This is an optimization exercise on Yosys and OpenROAD, whose aim is small area, not a production implementation. Function was checked by simulation only, so behaviour that the tests miss may differ from the original. No activity file was given, so power comes from the tool's default toggle rates. The clock port is modelled as an ideal driver; clocking choices that lean on that would not hold on a real chip.

run 1:
==> flow/design.v (excerpt) <==
module cpuCore (
	input logic clk,
	input logic reset,
	output logic [7:0] instrAddr,
	input logic [31:0] instrData,
	output logic [7:0] memAddr,
	output logic [31:0] memWriteData,
	input logic [31:0] memReadData,
	output logic memRead,
	output logic memWrite,
	output logic halted
);
	logic [4:0] cnt;
	logic ph;
	logic clr;
	logic run;
	logic [7:0] pc;
	logic [7:0] ma;
	logic [31:0] mwd;
	logic isRType;
	logic aluWrite;
	logic isSlt;
	logic isMul;
	logic isLw;
	logic isSw;
	logic isJump;
	logic isBr;
	logic isCall;
	logic isRet;
	logic isHalt;
	logic useImm;
	logic subtract;
	logic isAnd;
	logic isOr;
	logic twoFrames;
	logic last;
	logic first;
	logic frameEnd;
	logic addrWin;
	logic pcWin;
	logic immBit;
	logic [3:0] immSel;
	logic rsBit;
	logic rtBit;
	logic bBit;
	logic sum;
	logic aluBit;
	logic carry;
	logic prodBit;
	logic loadBit;
	logic writeEn;
	logic writeBit;
	logic [4:0] writeIdx;
	logic pcBit;
	logic pcAdd;
	logic pcCi;
	logic pcSum;
	logic pcCarry;
	logic nextPcBit;
	logic topBit;
	controlUnit ctrl (
		.opcode(instrData[31:26]),
		.funct(instrData[5:0]),
		.isRType(isRType),
		.aluWrite(aluWrite),
		.isSlt(isSlt),
		.isMul(isMul),
		.isLw(isLw),
		.isSw(isSw),
		.isJump(isJump),
		.isBr(isBr),
		.isCall(isCall),
		.isRet(isRet),
		.isHalt(isHalt),
		.useImm(useImm),
		.subtract(subtract),
		.isAnd(isAnd),
		.isOr(isOr),
		.twoFrames(twoFrames)
	);
  ...
==> flow/config.mk <==
export PLATFORM = sky130hd
export DESIGN_NAME = cpuCore
export DESIGN_NICKNAME = cpuCore
export VERILOG_FILES = /design/flow/design.v
export SDC_FILE = /design/flow/constraint.sdc
export NUM_CORES = 4
export LEC_CHECK = 0
export CAP_MARGIN = 20
export CORE_MARGIN = 2
export CORE_UTILIZATION = 40
export CTS_BUF_LIST = sky130_fd_sc_hd__clkbuf_4
export SLEW_MARGIN = 20
==> flow/constraint.sdc <==
create_clock -name core_clock -period 10.5 [get_ports {clk}]
set_input_delay 2.1000 -clock core_clock [delete_from_list [all_inputs] [get_ports {clk}]]
set_output_delay 2.1000 -clock core_clock [all_outputs]
set_load 0.01 [all_outputs]
run.sh (not shown) runs the stock make flow with config.mk's settings and CLKGATE_MAP_FILE= SYNTH_SCRIPT=/design/flow/synth_recipe.tcl, a recipe that flattens the netlist after the stock synthesis.
### run 1 -> run 2
- CTS_BUF_LIST now sky130_fd_sc_hd__clkbuf_8, was sky130_fd_sc_hd__clkbuf_4
### Flow results
- Run 2 ended with every stage complete and zero timing, DRC or antenna violations.
- Cmp run 2 and run 1 / total clock network power / higher: run 2
- Number of nets in the layout: higher on run 1
- On total wire length: between run 2 and run 1, it ends up higher for run 1.
- Re proportion of power drawn by the clock network: run 1 was lower than run 2.
- Against run 1, run 2 comes in 2.2 points higher on final clock period utilization by the worst path.
- Power in run 2 is about 0.45% higher than in run 1
- Changes observed in run 2 relative to run 1: routing usage on met3 moved down, total global-route track usage moved down, minimum setup slack in the final design moved down.
- Comparing run 2 against run 1, there is no change at all in number of placement rows.
- On cell count after placement, run 2 and run 1 are neck and neck.
## Diff of input files: run 3 against run 2
- CORE_UTILIZATION: 40 -> 65
- ABC_AREA: unset -> 1
- CTS_BUF_LIST: sky130_fd_sc_hd__clkbuf_8 -> unset
==> flow/flow/run.sh (new file) <==
#!/bin/bash
# Standard layout with smaller port buffers and a clock tree without dummy loads.
set -euo pipefail
export BUFFER_PORTS_ARGS="-buffer_cell sky130_fd_sc_hd__buf_1"
export CTS_ARGS="-sink_clustering_enable -repair_clock_nets -dont_use_dummy_load -buf_list sky130_fd_sc_hd__clkbuf_16 -sink_clustering_size 30 -sink_clustering_max_diameter 100"
bash standard.sh > standard.log 2>&1
==> flow/standard.sh (new file) <==
#!/bin/bash
# synth_recipe.tcl (not shown) runs the flow's synth.tcl, then flattens the netlist and writes it again
# the make line also repeats each setting of config.mk as NAME=value (left out here)
make -C /OpenROAD-flow-scripts/flow DESIGN_CONFIG=/design/flow/config.mk WORK_HOME=/design/flow/orfs CLKGATE_MAP_FILE= SYNTH_SCRIPT=/design/flow/synth_recipe.tcl "${@:-finish}"
removed: flow/run.sh
--- outcome ---
Number of buffers inserted during clock tree synthesis: run 3 < run 2. In the flow results for run 2 and run 3, the average size of a mapped cell is larger on run 2. Both conditions hold for run 3: the flow ran to the end and the final layout passed the timing, DRC and antenna checks. Run 3 reports a lower non-clock buffer count than run 2 does. Diff run 2 -> run 3: worst hold slack now larger; post-detailed-placement half-perimeter wirelength now smaller.

---

## rev 12
cpuCore, a different RTL version from the one above (not shown whole).
// cpuCore
module cpuCore (
	input logic clk,
	input logic reset,
	output logic [7:0] instrAddr,
	input logic [31:0] instrData,
	output logic [7:0] memAddr,
	output logic [31:0] memWriteData,
	input logic [31:0] memReadData,
	output logic memRead,
	output logic memWrite,
	output logic halted
);
clock: 10.5 ns
lec_check: 0
abc_area: 1
cap_margin: 20
core_margin: 2
core_utilization: 65
slew_margin: 20
standard.sh (not shown) runs the stock make flow with config.mk's settings and CLKGATE_MAP_FILE= SYNTH_SCRIPT=/design/flow/synth_recipe.tcl, a recipe that flattens the netlist after the stock synthesis.
==> flow/flow/run.sh <==
#!/bin/bash
# The standard layout, with two changes:
#  - after the standard synthesis, the combinational logic is mapped again
#    by ABC for area (registers, full adders and their names are kept);
#  - ports are buffered with buf_1 and the clock tree has no dummy loads.
set -euo pipefail
here=$(pwd)
export BUFFER_PORTS_ARGS="-buffer_cell sky130_fd_sc_hd__buf_1"
export CTS_ARGS="-sink_clustering_enable -repair_clock_nets -dont_use_dummy_load -buf_list sky130_fd_sc_hd__clkbuf_16 -sink_clustering_size 30 -sink_clustering_max_diameter 100"
bash standard.sh synth > synth.log 2>&1
res=$here/orfs/results/sky130hd/cpuCore/base
cp "$res/1_2_yosys.v" "$here/std_1_2_yosys.v"
bash "$here/flow/remap.sh" "$here/std_1_2_yosys.v" "$res/1_2_yosys.v" > remap.log 2>&1
bash standard.sh > standard.log 2>&1
Other scripts of this flow, unchanged in this note and not shown: flow/flow/remap.sh
Setup changes, rev 12 to rev 13
--- a/flow/flow/run.sh
+++ b/flow/flow/run.sh
@@ -9 +9 @@
-export CTS_ARGS="-sink_clustering_enable -repair_clock_nets -dont_use_dummy_load -buf_list sky130_fd_sc_hd__clkbuf_16 -sink_clustering_size 30 -sink_clustering_max_diameter 100"
+export CTS_ARGS="-sink_clustering_enable -repair_clock_nets -dont_use_dummy_load -buf_list sky130_fd_sc_hd__clkbuf_8 -sink_clustering_size 17 -sink_clustering_max_diameter 70"
Results
- Relative to rev 12, the number of fill cells of rev 13 is higher by 29.
- Between rev 12 and rev 13, the power in combinational cells does not differ in any meaningful way.
- Between rev 13 and rev 12, the clock distribution area overhead in the final layout figures differ only marginally.
- Status: post-synthesis to final-layout area growth parity (rev 12, rev 13)
- Looking at rev 12 and rev 13, the sequential power is a wash.
- On final design area excluding fillers, rev 13 tracks rev 12 almost exactly.

---

Setup of north:
Another version of the RTL of cpuCore (not shown whole).
Size: roughly 120 I/O pins, about 27,000 um2 of cells after synthesis.
Settings: LEC_CHECK=0, ABC_AREA=1, CAP_MARGIN=20, CORE_MARGIN=2, CORE_UTILIZATION=65, SLEW_MARGIN=20; clock period 10.5 ns.
==> flow/flow/run.sh <==
#!/bin/bash
# The standard layout, with two changes:
#  - after the standard synthesis, the combinational logic is mapped again
#    by ABC for area (registers, full adders and their names are kept);
#  - ports are buffered with buf_1 and the clock tree has no dummy loads.
set -euo pipefail
here=$(pwd)
export BUFFER_PORTS_ARGS="-buffer_cell sky130_fd_sc_hd__buf_1"
export CTS_ARGS="-sink_clustering_enable -repair_clock_nets -dont_use_dummy_load -buf_list sky130_fd_sc_hd__clkbuf_8 -sink_clustering_size 20 -sink_clustering_max_diameter 75"
bash standard.sh synth > synth.log 2>&1
res=$here/orfs/results/sky130hd/cpuCore/base
cp "$res/1_2_yosys.v" "$here/std_1_2_yosys.v"
bash "$here/flow/remap.sh" "$here/std_1_2_yosys.v" "$res/1_2_yosys.v" > remap.log 2>&1
bash standard.sh > standard.log 2>&1
Other scripts of this flow, unchanged in this note and not shown: flow/flow/remap.sh
Edits applied to the flow inputs when going from north to south:
diff --git a/flow/flow/run.sh b/flow/flow/run.sh
--- a/flow/flow/run.sh
+++ b/flow/flow/run.sh
@@ -7,5 +7,5 @@
 here=$(pwd)
 export BUFFER_PORTS_ARGS="-buffer_cell sky130_fd_sc_hd__buf_1"
-export CTS_ARGS="-sink_clustering_enable -repair_clock_nets -dont_use_dummy_load -buf_list sky130_fd_sc_hd__clkbuf_8 -sink_clustering_size 20 -sink_clustering_max_diameter 75"
+export CTS_ARGS="-sink_clustering_enable -repair_clock_nets -dont_use_dummy_load -buf_list {sky130_fd_sc_hd__clkbuf_4 sky130_fd_sc_hd__clkbuf_8 sky130_fd_sc_hd__clkbuf_16} -sink_clustering_size 20 -sink_clustering_max_diameter 75"
 bash standard.sh synth > synth.log 2>&1
 res=$here/orfs/results/sky130hd/cpuCore/base
Notes after the runs:
- As far as number of buffers added for setup after CTS goes, north and south are indistinguishable; the numbers are identical.
- As far as non-clock buffer share of cell area is concerned, north and south perform about the same.
- Max final instance area across south and north: south
- Higher post-route met1 wirelength was reported by south, not north.
- Relative to north, via count has gone up in south.
- north → south: sequential fraction of design power moved down, leakage dissipation moved up, sequential share of cell area moved down, switching part of the total power moved up.
- Per the comparison of south with north, final period demand of the worst path has increased; clock network power consumption rose about 40%.

---

Another version of the RTL of cpuCore (not shown whole).
For scale: ~1700 cells after synthesis, ~27000 sq um of cells after synthesis.
## cpuCore
module cpuCore (
	input logic clk,
	input logic reset,
	output logic [7:0] instrAddr,
	input logic [31:0] instrData,
	output logic [7:0] memAddr,
	output logic [31:0] memWriteData,
	input logic [31:0] memReadData,
	output logic memRead,
	output logic memWrite,
	output logic halted
);
clock: 10.5 ns
lec_check: 0
abc_area: 1
cap_margin: 20
core_margin: 2
core_utilization: 65
slew_margin: 20
==> flow/flow/run.sh <==
#!/bin/bash
# The standard layout, with two changes:
#  - after the standard synthesis, the combinational logic is mapped again
#    by ABC for area (registers, full adders and their names are kept);
#  - ports are buffered with buf_1 and the clock tree has no dummy loads.
set -euo pipefail
here=$(pwd)
export BUFFER_PORTS_ARGS="-buffer_cell sky130_fd_sc_hd__buf_1"
export CTS_ARGS="-sink_clustering_enable -repair_clock_nets -dont_use_dummy_load -buf_list sky130_fd_sc_hd__clkbuf_8 -sink_clustering_size 19 -sink_clustering_max_diameter 75"
bash standard.sh synth > synth.log 2>&1
res=$here/orfs/results/sky130hd/cpuCore/base
cp "$res/1_2_yosys.v" "$here/std_1_2_yosys.v"
bash "$here/flow/remap.sh" "$here/std_1_2_yosys.v" "$res/1_2_yosys.v" > remap.log 2>&1
bash standard.sh > standard.log 2>&1
Other scripts of this flow, unchanged in this note and not shown: flow/flow/remap.sh
The first run finished clean.
Rerun with:
--- a/flow/flow/run.sh
+++ b/flow/flow/run.sh
@@ -9 +9 @@
-export CTS_ARGS="-sink_clustering_enable -repair_clock_nets -dont_use_dummy_load -buf_list sky130_fd_sc_hd__clkbuf_8 -sink_clustering_size 19 -sink_clustering_max_diameter 75"
+export CTS_ARGS="-sink_clustering_enable -repair_clock_nets -dont_use_dummy_load -buf_list sky130_fd_sc_hd__clkbuf_8 -sink_clustering_size 20 -sink_clustering_max_diameter 75"
After rerunning: Sequential share of layout area goes up by 0.11 points. Wire length decreases by 1.9%. Flip-flop and latch count is unchanged. Final area stays flat. Critical path depth is unchanged. Cell count barely changes. Via count shrinks by 0.36%. Clock-buffer cell count goes down by 3.
Rerun with:
--- a/flow/flow/run.sh
+++ b/flow/flow/run.sh
@@ -9 +9 @@
-export CTS_ARGS="-sink_clustering_enable -repair_clock_nets -dont_use_dummy_load -buf_list sky130_fd_sc_hd__clkbuf_8 -sink_clustering_size 20 -sink_clustering_max_diameter 75"
+export CTS_ARGS="-sink_clustering_enable -repair_clock_nets -dont_use_dummy_load -buf_list sky130_fd_sc_hd__clkbuf_8 -sink_clustering_size 22 -sink_clustering_max_diameter 60"
What happened: The changed run produced a clean layout. First-iteration DRC count increases by 10%. Die area does not change. Power stays flat. Cell area hardly moves. Sequential share of layout area increases by 0.12 points. Wire length increases by 1.2%. Combinational power barely changes. Clock power barely changes.

---

RTL: one of the versions met above, not the one the previous note started from.
For scale: roughly 1700 cells after synthesis, about 0.027 mm² of cells after synthesis.
// cpuCore
module cpuCore (
	input logic clk,
	input logic reset,
	output logic [7:0] instrAddr,
	input logic [31:0] instrData,
	output logic [7:0] memAddr,
	output logic [31:0] memWriteData,
	input logic [31:0] memReadData,
	output logic memRead,
	output logic memWrite,
	output logic halted
);
==> flow/config.mk <==
export PLATFORM = sky130hd
export DESIGN_NAME = cpuCore
export DESIGN_NICKNAME = cpuCore
export VERILOG_FILES = /design/flow/design.v
export SDC_FILE = /design/flow/constraint.sdc
export NUM_CORES = 4
export LEC_CHECK = 0
export ABC_AREA = 1
export CAP_MARGIN = 20
export CORE_MARGIN = 2
export CORE_UTILIZATION = 65
export SLEW_MARGIN = 20
==> flow/constraint.sdc <==
create_clock -name core_clock -period 10.5 [get_ports {clk}]
set_input_delay 2.1000 -clock core_clock [delete_from_list [all_inputs] [get_ports {clk}]]
set_output_delay 2.1000 -clock core_clock [all_outputs]
set_load 0.01 [all_outputs]
==> flow/flow/run.sh <==
#!/bin/bash
# The standard layout, with two changes:
#  - after the standard synthesis, the combinational logic is mapped again
#    by ABC for area (registers, full adders and their names are kept);
#  - ports are buffered with buf_1 and the clock tree uses clkbuf_4 in
#    clusters of up to 11 flip-flops, without dummy loads.
set -euo pipefail
here=$(pwd)
export BUFFER_PORTS_ARGS="-buffer_cell sky130_fd_sc_hd__buf_1"
export CTS_ARGS="-sink_clustering_enable -repair_clock_nets -dont_use_dummy_load -buf_list sky130_fd_sc_hd__clkbuf_4 -sink_clustering_size 11 -sink_clustering_max_diameter 50"
bash standard.sh synth > synth.log 2>&1
res=$here/orfs/results/sky130hd/cpuCore/base
cp "$res/1_2_yosys.v" "$here/std_1_2_yosys.v"
bash "$here/flow/remap.sh" "$here/std_1_2_yosys.v" "$res/1_2_yosys.v" > remap.log 2>&1
bash standard.sh > standard.log 2>&1
Other scripts of this flow, unchanged in this note and not shown: flow/flow/remap.sh
The first run ran to the end with no violations.
==> next run, changes <==
--- a/flow/flow/run.sh
+++ b/flow/flow/run.sh
@@ -5,2 +5 @@
-#  - ports are buffered with buf_1 and the clock tree uses clkbuf_4 in
-#    clusters of up to 11 flip-flops, without dummy loads.
+#  - ports are buffered with buf_1 and the clock tree has no dummy loads.
After rerunning: Via count does not change; worst hold slack stays the same; clock skew is unchanged; core utilization does not change; clock-buffer cell count is unchanged; synthesized cell count stays the same; global-route usage is unchanged; maximum frequency is unchanged; critical path depth does not change.
==> next run, changes <==
--- a/flow/flow/run.sh
+++ b/flow/flow/run.sh
@@ -5 +5,2 @@
-#  - ports are buffered with buf_1 and the clock tree has no dummy loads.
+#  - ports are buffered with buf_1 and the clock tree uses clkbuf_4 in
+#    clusters of up to 11 flip-flops, without dummy loads.
@@ -9 +10 @@
-export CTS_ARGS="-sink_clustering_enable -repair_clock_nets -dont_use_dummy_load -buf_list sky130_fd_sc_hd__clkbuf_4 -sink_clustering_size 11 -sink_clustering_max_diameter 50"
+export CTS_ARGS="-sink_clustering_enable -repair_clock_nets -dont_use_dummy_load -buf_list sky130_fd_sc_hd__clkbuf_4 -sink_clustering_size 12 -sink_clustering_max_diameter 45"
Effect: Power came out lower by 0.71%; cell count came out lower by 0.32%; worst setup slack is worse by 0.022 ns; via count came out lower by 0.61%; die area stays the same; sequential share of layout area came out higher by 0.17 points.

==> re-timing with driven ports <==
Ports are ideal in the flow. The routed layouts listed here were re-timed in OpenROAD. Step 1 assumes that a clkbuf_16 drives the clock port and a buf_2 every other input. Step 2 also shifts input and output timing later by t, the mid clock arrival at the registers, as if the neighbouring blocks saw the same clock. a / b / c = ideal / step 1 / step 2; a / b = the first two.
run | shift t [ns] | setup WS [ns] | slew at the worst register clock pin (ns)
run 1 | 1.024 | 4.968 / 4.984 / 3.959 | 0.08 / 0.08
run 2 | 0.817 | 4.735 / 4.756 / 3.939 | 0.08 / 0.08
run 3 | 0.631 | 5.333 / 5.302 / 4.671 | 0.11 / 0.11
rev 12 | 0.659 | 3.947 / 3.926 / 3.266 | 0.11 / 0.11
rev 13 | 0.671 | 4.001 / 3.980 / 3.309 | 0.10 / 0.10
north | 0.675 | 4.289 / 4.261 / 3.586 | 0.12 / 0.12
south | 0.647 | 4.134 / 4.110 / 3.463 | 0.09 / 0.09
the first run of note 4 | 0.665 | 4.058 / 4.070 / 3.405 | 0.11 / 0.11
the second run of note 4 | 0.671 | 4.041 / 4.061 / 3.390 | 0.12 / 0.12
the third run of note 4 | 0.658 | 4.002 / 4.024 / 3.366 | 0.12 / 0.12
the first run of note 5 | 0.869 | 4.425 / 4.398 / 3.530 | 0.12 / 0.12
the second run of note 5 | 0.869 | 4.425 / 4.398 / 3.530 | 0.12 / 0.12
the third run of note 5 | 0.826 | 4.403 / 4.372 / 3.546 | 0.12 / 0.12
After both steps every run listed still meets setup and hold. For run 1, which loses most, drivers alone change the setup slack by +0.016 ns; drivers and shift together by -1.009 ns.
